Context: an optimization exercise on an open-source flow, tuned for small area, a short achievable clock period and few clock cycles per item. The choices shown serve that exercise and are no tape-out recipe. Function was checked by simulation only, so behaviour that the tests miss may differ from the original. Power and IR drop assume default switching activity.

// ldl_solve_top
module ldl_solve_top (
    input  logic        clk,
    input  logic        rst,
    input  logic [7:0]  paddr,
    input  logic        psel,
    input  logic        penable,
    input  logic        pwrite,
    input  logic [31:0] pwdata,
    output logic [31:0] prdata,
    output logic        pready,
    output logic        pslverr,
    output logic        done
);
Settings: LEC_CHECK=0, CAP_MARGIN=20, CORE_MARGIN=2, CORE_UTILIZATION=60, CTS_CLUSTER_DIAMETER=80, CTS_CLUSTER_SIZE=30, SETUP_SLACK_MARGIN=4.2, SLEW_MARGIN=20; clock period 7.0 ns.
run.sh (not shown) runs the stock make flow with config.mk's settings and CLKGATE_MAP_FILE= SYNTH_SCRIPT=/design/flow/synth_recipe.tcl, a recipe that flattens the netlist after the stock synthesis.
Testbench counts at the start, summed over its fixed seeds: cycles 2,784, solves 72.
Next try:
Settings changed: SETUP_SLACK_MARGIN 4.2 to 4.0.
What happened:
- The new run finished clean
- design area came out lower by a few percent
- global-route usage came out lower by 1.4 points
- worst setup slack gets worse by 17 ps
- cell count falls by a few percent
- count of clock-buffer cells in the layout grows by 3
Next try:
Settings changed: ABC_AREA set to 1, CTS_CLUSTER_DIAMETER 80 to not set, CTS_CLUSTER_SIZE 30 to not set.
Effect: The new run finished clean. Wire length rises by 15%. Core utilization climbs by 0.28 points. Via count goes up by 22%. Worst setup slack improves by 50 ps. Final area rose by about 5%.

* * *

ldl_solve_top, a different RTL version from the one above (not shown whole).
Size in the first run: ~520 flip-flops, roughly 80 I/O pins, ~26000 um^2 of cells after synthesis.
clock: 7.0 ns
lec_check: 0
cap_margin: 20
core_margin: 2
core_utilization: 60
cts_cluster_diameter: 80
cts_cluster_size: 30
setup_slack_margin: 4.3
slew_margin: 20
tns_end_percent: 10
Testbench counts at the start, summed over its fixed seeds: cycles 2,784, solves 72.
Then changed:
Settings changed: SETUP_SLACK_MARGIN 4.3 to 4.0, TNS_END_PERCENT 10 to not set.
Effect: Synthesized area does not change; count of clock-buffer cells in the layout goes up by 1; power goes up slightly; worst setup slack is worse by 0.059 ns.
Then changed:
Settings changed: CORE_UTILIZATION 60 to 66, TNS_END_PERCENT set to 10.
- The changed run finished with timing, DRC and antenna clean
- maximum frequency drops by 2.2%
- design area drops by 2.0%
- setup slack degrades by 0.070 ns
- sequential power barely changes
Then changed:
Settings changed: CORE_UTILIZATION 66 to 60, TNS_END_PERCENT 10 to 20.
=> The new run completed without violations; synthesized cell count stays the same; total power went up by 1.4%; clock-buffer cell count decreases by 1; worst setup slack is worse by 0.0044 ns; combinational power rose by about 3%; critical path depth came out lower by 5; core utilization goes down by 5.7 points; non-clock buffer count rose by 1.

* * *

Starting RTL as in the previous note.
Design ldl_solve_top, start of the top module:
module ldl_solve_top (
    input  logic        clk,
    input  logic        rst,
    input  logic [7:0]  paddr,
    input  logic        psel,
    input  logic        penable,
    input  logic        pwrite,
    input  logic [31:0] pwdata,
    output logic [31:0] prdata,
    output logic        pready,
    output logic        pslverr,
    output logic        done
);
    logic [15:0] lw [0:15];
    logic [15:0] dw [0:3];
    logic [15:0] ww [0:3];
    logic [4:0] word;
    logic [4:0] wword_q;
    logic       wr_q;
    assign word = paddr[6:2];
    always_ff @(posedge clk) begin
        if (rst) begin
            wr_q <= 1'b0;
        end else begin
            wr_q <= psel && !penable && pwrite && !paddr[7];
        end
        wword_q <= word;
    end
    for (genvar k = 0; k < 16; k++) begin : g_l
        always_ff @(posedge clk) begin
            if (wr_q && wword_q == 5'(k)) lw[k] <= pwdata[15:0];
        end
    end
    for (genvar k = 0; k < 4; k++) begin : g_d
        always_ff @(posedge clk) begin
            if (wr_q && wword_q == 5'(16 + k)) dw[k] <= pwdata[15:0];
        end
    end
    logic        busy;
  ...
clock: 7.0 ns
lec_check: 0
cap_margin: 20
core_margin: 2
core_utilization: 50
cts_cluster_diameter: 80
cts_cluster_size: 30
setup_slack_margin: 4.0
slew_margin: 20
tns_end_percent: 10
The baseline completed with no timing, DRC or antenna violations.
Testbench counts at the start, summed over its fixed seeds: cycles 2,784, solves 72.
Rerun with:
--- a/flow/config.mk
+++ b/flow/config.mk
@@ -9,6 +9,6 @@
 export CORE_MARGIN = 2
-export CORE_UTILIZATION = 50
+export CORE_UTILIZATION = 60
 export CTS_CLUSTER_DIAMETER = 80
 export CTS_CLUSTER_SIZE = 30
-export SETUP_SLACK_MARGIN = 4.0
+export SETUP_SLACK_MARGIN = 3.8
 export SLEW_MARGIN = 20
Clock power is about the same.
Sequential cell count does not change.
Fmax falls by 1.1%.
Rerun with:
--- a/flow/config.mk
+++ b/flow/config.mk
@@ -12,3 +12,3 @@
 export CTS_CLUSTER_SIZE = 30
-export SETUP_SLACK_MARGIN = 3.8
+export SETUP_SLACK_MARGIN = 4.0
 export SLEW_MARGIN = 20
The changed run passed the timing, DRC and antenna checks.
Setup slack gets better by 0.023 ns.
Flip-flop and latch count stays the same.
Power falls slightly.
Cell area barely changes.
Routed wire length grows slightly.
Utilization grows by 0.19 points.
First-iteration DRC count drops by roughly a tenth.
Register-to-register slack barely changes.
Via count is higher slightly.

* * *

run a:
RTL: one of the versions met above, not the one the previous note started from.
For scale: ~2000 cells after synthesis, roughly 520 flip-flops, ~80 I/O pins.
clock: 7.0 ns
lec_check: 0
cap_margin: 20
core_margin: 2
core_utilization: 60
setup_slack_margin: 4.0
slew_margin: 20
Testbench counts of run a, summed over its fixed seeds: cycles 2,784, solves 72.
Inputs modified between run a and run b:
Settings: SETUP_SLACK_MARGIN: 4.0 -> 3.6; CORE_UTILIZATION: 60 -> 70.
Notes after the runs:
On global-route met3 utilization, the higher figure sits with run b, not run a.
Measured against each other, run a and run b differ in final non-filler cell total, the higher figure coming from run a.
prdata[6] as the endpoint of the most critical setup path was reported by run a, and prdata[11] by run b.
Run a → run b: final cell utilization of the core shows an increase of 7.4 points; maximum clock frequency shows a reduction of 7.8%; critical path depth shows a reduction of 1.
Side by side, clock insertion delay at the later pin of the skew report turned out lower in run b than in run a.
Compared with run a, run b shows total power lower by 3.1%.

[what the ideal ports hide]
The results above use ideal ports. As a check the final layouts listed here were re-extracted and re-timed, cells and wires unchanged.
Step 1 (the two cells are an assumption about what drives the block):
set clk [get_ports {clk}]
set_driving_cell -lib_cell sky130_fd_sc_hd__clkbuf_16 $clk
set_driving_cell -lib_cell sky130_fd_sc_hd__buf_2 [delete_from_list [all_inputs] $clk]
Step 2 moves the port delays by t, midway between the first and last clock arrival at a register: inputs arrive t later, outputs are due t later. That takes back most of the time a late clock gives input paths.
Three values: ideal, step 1, step 2; two values: the first two.
run | t (ns) | setup WS [ns] | clock arrival spread, ns | slew at the worst register clock pin (ns) | worst data-port slew with drivers (ns)
the first run of note 1 | 0.659 | 3.862 / 3.807 / 3.490 | 0.022 / 0.023 | 0.11 / 0.11 | 0.06
the second run of note 1 | 0.670 | 3.845 / 3.782 / 3.431 | 0.034 / 0.034 | 0.11 / 0.11 | 0.06
the third run of note 1 | 0.693 | 3.895 / 3.838 / 3.344 | 0.029 / 0.028 | 0.07 / 0.07 | 0.04
the first run of note 2 | 0.661 | 3.942 / 3.942 / 3.443 | 0.028 / 0.028 | 0.11 / 0.11 | 0.04
the second run of note 2 | 0.661 | 3.883 / 3.883 / 3.353 | 0.025 / 0.025 | 0.11 / 0.11 | 0.04
the third run of note 2 | 0.661 | 3.813 / 3.761 / 3.181 | 0.027 / 0.027 | 0.12 / 0.12 | 0.04
the fourth run of note 2 | 0.680 | 3.809 / 3.751 / 3.238 | 0.045 / 0.044 | 0.11 / 0.11 | 0.04
the first run of note 3 | 0.685 | 3.816 / 3.776 / 3.170 | 0.054 / 0.054 | 0.11 / 0.11 | 0.04
the second run of note 3 | 0.675 | 3.782 / 3.726 / 3.225 | 0.039 / 0.039 | 0.11 / 0.11 | 0.04
the third run of note 3 | 0.674 | 3.804 / 3.747 / 3.264 | 0.051 / 0.051 | 0.11 / 0.11 | 0.04
run a | 0.674 | 3.877 / 3.817 / 3.411 | 0.027 / 0.028 | 0.07 / 0.07 | 0.05
run b | 0.659 | 3.613 / 3.556 / 3.088 | 0.020 / 0.020 | 0.07 / 0.07 | 0.04
After both steps every run listed still meets setup and hold. The setup slack of the first run of note 3, which loses most, moves by -0.040 ns with the drivers and by -0.646 ns with both steps.
